From an optimization exercise on the open Yosys and OpenROAD flow, aimed at small area, a short achievable clock period and few clock cycles; shortcuts taken in it are not production practice.
Function was checked by simulation only, so behaviour that the tests miss may differ from the original.
Power is estimated from default activity; no workload was simulated.

// servo_bus_status_frame_parser_core
module servo_bus_status_frame_parser_core (
    input  logic                            i_clk,
    input  logic                            i_rst_n,
    input  logic                            i_cfg_we,
    input  logic [sbsp_pkg::CFG_IDX_W-1:0]  i_cfg_idx,
    input  logic [sbsp_pkg::CFG_DATA_W-1:0] i_cfg_data,
    input  logic                            i_rx_valid,
    output logic                            o_rx_ready,
    input  logic [sbsp_pkg::BYTE_W-1:0]     i_rx_byte,
    output logic                            o_res_valid,
    input  logic                            i_res_ready,
    output logic [1:0]                      o_res_status,
    output logic [sbsp_pkg::BYTE_W-1:0]     o_res_servo_id,
    output logic [sbsp_pkg::BYTE_W-1:0]     o_res_error_byte,
    output logic                            o_res_data_valid,
    output logic [sbsp_pkg::BYTE_W-1:0]     o_res_data_byte,
    output logic [sbsp_pkg::PAR_W-1:0]      o_res_data_index,
    output logic                            o_res_last
);
    localparam int QD = 3;                  
    localparam int QW = 2;
    logic [BYTE_W-1:0] r_scan_limit, n_scan_limit;
    logic [LEN_W-1:0]  r_max_length;
    always_comb begin
        n_scan_limit = r_scan_limit;
        if (!i_rst_n)                                     n_scan_limit = SCAN_LIMIT_RST;
        else if (i_cfg_we && i_cfg_idx == CFG_SCAN_LIMIT) n_scan_limit = i_cfg_data;
    end
    always_ff @(posedge i_clk) begin
        r_scan_limit <= n_scan_limit;
        if (!i_rst_n)                                     r_max_length <= MAX_LENGTH_RST;
        else if (i_cfg_we && i_cfg_idx == CFG_MAX_LENGTH) r_max_length <= i_cfg_data[LEN_W-1:0];
    end
    logic              r_rdy;
    logic              r_bv;
    logic [BYTE_W-1:0] r_b;
    assign o_rx_ready = r_rdy;
    always_ff @(posedge i_clk) begin
  ...
Settings: LEC_CHECK=0, CAP_MARGIN=20, CORE_MARGIN=2, CORE_UTILIZATION=40, CTS_CLUSTER_DIAMETER=100, CTS_CLUSTER_SIZE=24, PLACE_DENSITY=0.6, SETUP_SLACK_MARGIN=3.1, SLEW_MARGIN=20; clock period 5.0 ns.
standard.sh (not shown) runs the stock make flow with config.mk's settings and CLKGATE_MAP_FILE= SYNTH_SCRIPT=/design/flow/synth_recipe.tcl, a recipe that flattens the netlist after the stock synthesis.
==> flow/flow/run.sh <==
#!/bin/bash
# The standard layout, with the port buffers made from buf_2 cells instead of the
# slower cells buffer_ports picks by itself. Each tool's full output goes to its own log.
set -euo pipefail
bash standard.sh BUFFER_PORTS_ARGS="-buffer_cell sky130_fd_sc_hd__buf_2" finish > standard_flow.log 2>&1
The first run ran to the end with no violations.
Testbench counts at the start, summed over its fixed seeds: cycles 43,520.
Rerun with:
--- a/flow/config.mk
+++ b/flow/config.mk
@@ -12,4 +12,4 @@
 export CTS_CLUSTER_SIZE = 24
 export PLACE_DENSITY = 0.6
-export SETUP_SLACK_MARGIN = 3.1
+export SETUP_SLACK_MARGIN = 3.0
 export SLEW_MARGIN = 20
Worst hold slack is better by 8.2 ps.
Power went down by 2.9%.
Fmax went up by 4.1%.
Count of clock-buffer cells in the layout is unchanged.
Setup slack gains 90 ps.
First-iteration DRC count rises by 0.37%.
Sequential share of layout area went up by 1.1 points.

========
## job 7372
Another version of the RTL of servo_bus_status_frame_parser_core (not shown whole).
Size: ~1800 cells after synthesis, roughly 630 flip-flops, ~58 I/O pins, roughly 26000 um^2 of cells after synthesis.
// servo_bus_status_frame_parser_core
module servo_bus_status_frame_parser_core (
    input  logic                            i_clk,
    input  logic                            i_rst_n,
    input  logic                            i_cfg_we,
    input  logic [sbsp_pkg::CFG_IDX_W-1:0]  i_cfg_idx,
    input  logic [sbsp_pkg::CFG_DATA_W-1:0] i_cfg_data,
    input  logic                            i_rx_valid,
    output logic                            o_rx_ready,
    input  logic [sbsp_pkg::BYTE_W-1:0]     i_rx_byte,
    output logic                            o_res_valid,
    input  logic                            i_res_ready,
    output logic [1:0]                      o_res_status,
    output logic [sbsp_pkg::BYTE_W-1:0]     o_res_servo_id,
    output logic [sbsp_pkg::BYTE_W-1:0]     o_res_error_byte,
    output logic                            o_res_data_valid,
    output logic [sbsp_pkg::BYTE_W-1:0]     o_res_data_byte,
    output logic [sbsp_pkg::PAR_W-1:0]      o_res_data_index,
    output logic                            o_res_last
);
Settings: LEC_CHECK=0, CAP_MARGIN=20, CORE_MARGIN=2, CORE_UTILIZATION=40, CTS_CLUSTER_DIAMETER=100, CTS_CLUSTER_SIZE=24, PLACE_DENSITY=0.6, SETUP_SLACK_MARGIN=2.9, SLEW_MARGIN=20; clock period 5.0 ns.
Scripts as last shown in full above: flow/flow/run.sh
Testbench counts of job 7372, summed over its fixed seeds: cycles 43,305.
#### Input delta (job 1962 over job 7372)
# job 7372
export LEC_CHECK = 0
export CAP_MARGIN = 20
export CORE_MARGIN = 2
export CORE_UTILIZATION = 40
export CTS_CLUSTER_DIAMETER = 100
export CTS_CLUSTER_SIZE = 24
export PLACE_DENSITY = 0.6
export SETUP_SLACK_MARGIN = 2.9
export SLEW_MARGIN = 20
create_clock -name core_clock -period 5.0 [get_ports {i_clk}]
# job 1962
export LEC_CHECK = 0
export CAP_MARGIN = 20
export CORE_MARGIN = 2
export CORE_UTILIZATION = 40
export CTS_CLUSTER_DIAMETER = 80
export CTS_CLUSTER_SIZE = 20
export PLACE_DENSITY = 0.6
export SETUP_SLACK_MARGIN = 3.0
export SLEW_MARGIN = 20
create_clock -name core_clock -period 5.0 [get_ports {i_clk}]
Findings:
Job 1962 reached the end of the flow, and the finished layout is clean on the timing, design-rule and antenna checks.
Job 1962 vs job 7372, number of cells in the finished layout apart from fillers went up by about 1.2%.
Going from job 7372 to job 1962, the post-route core utilization was found to have gone up by 1.2 points.
Compared job 7372 against job 1962; overall die height within noise.
Looking at met3 capacity usage during global routing, job 1962 sits 1.4 points above job 7372.
Comparing the two runs side by side, job 1962 comes out behind job 7372 on reported clock group power.
Job 7372 ended up with r_obyte[5]$_DFFE_PN_ as its launching instance or port of the critical path; job 1962 ended up with r_oer[2]$_DFFE_PP_.
Changes observed in job 1962 relative to job 7372: power higher; post-layout minimum cycle time lower.
Final cell area: job 1962 above job 7372
When job 1962 is set beside job 7372, its placer's final routability congestion estimate turns out to be 0.0061 smaller.
For job 2816, these inputs were changed with respect to job 1962:
# job 1962
export LEC_CHECK = 0
export CAP_MARGIN = 20
export CORE_MARGIN = 2
export CORE_UTILIZATION = 40
export CTS_CLUSTER_DIAMETER = 80
export CTS_CLUSTER_SIZE = 20
export PLACE_DENSITY = 0.6
export SETUP_SLACK_MARGIN = 3.0
export SLEW_MARGIN = 20
create_clock -name core_clock -period 5.0 [get_ports {i_clk}]
# job 2816
export LEC_CHECK = 0
export CAP_MARGIN = 20
export CORE_MARGIN = 2
export CORE_UTILIZATION = 40
export CTS_CLUSTER_DIAMETER = 100
export CTS_CLUSTER_SIZE = 24
export PLACE_DENSITY = 0.6
export SETUP_SLACK_MARGIN = 3.0
export SLEW_MARGIN = 20
create_clock -name core_clock -period 5.0 [get_ports {i_clk}]
Notes after the runs:
The number of CTS-inserted buffers in job 2816 was lower than what job 1962 gave. Diff job 1962 -> job 2816 | final-stage net count | decrease of 7. Looking at sequential share of power across job 2816 and job 1962, the one that comes out higher is job 2816. Summary of job 2816 over job 1962: synthesis-to-layout area growth went down 1.5 points, register-to-register slack went up 0.02 ns, global-route wire length before repair held. Job 2816: all stages complete, timing, DRC and antenna checks passed. Power: job 2816 draws less than job 1962. Job 2816 ends up with higher part of the power in combinational logic than job 1962 does. Going from job 1962 to job 2816, clock share of power now sits lower; routed wire length now sits lower; register cell area after layout now sits at about the same level.

what the ideal ports hide:
The flow's constraints put no driver on any port. The routed layouts listed below were extracted and timed again, unchanged, in two steps.
Step 1, drivers: a clkbuf_16 drives i_clk and a buf_2 each remaining input, both assumed.
Step 2 times the ports against the registers' clock, not the clock port: input delays grow and output delays shrink by t, the midpoint of the rising clock arrivals with the driver on.
a / b / c = ideal / step 1 / step 2; a / b = the first two.
run | shift t [ns] | setup WS [ns] | worst setup path at the end | worst data-port slew with drivers (ns) | cell pins on the clock port's net
the first run of note 1 | 0.692 | 2.728 / 2.670 / 2.588 | input to register | 0.05 | 1
the second run of note 1 | 0.669 | 2.818 / 2.759 / 2.553 | input to register | 0.05 | 1
job 7372 | 0.675 | 2.785 / 2.725 / 2.262 | input to register | 0.12 | 1
job 1962 | 0.643 | 2.878 / 2.818 / 2.276 | input to register | 0.17 | 1
job 2816 | 0.679 | 2.839 / 2.774 / 2.295 | input to register | 0.16 | 1
After both steps every run listed still meets setup and hold. The setup slack of job 1962, which loses most, moves by -0.060 ns with the drivers and by -0.602 ns with both steps.
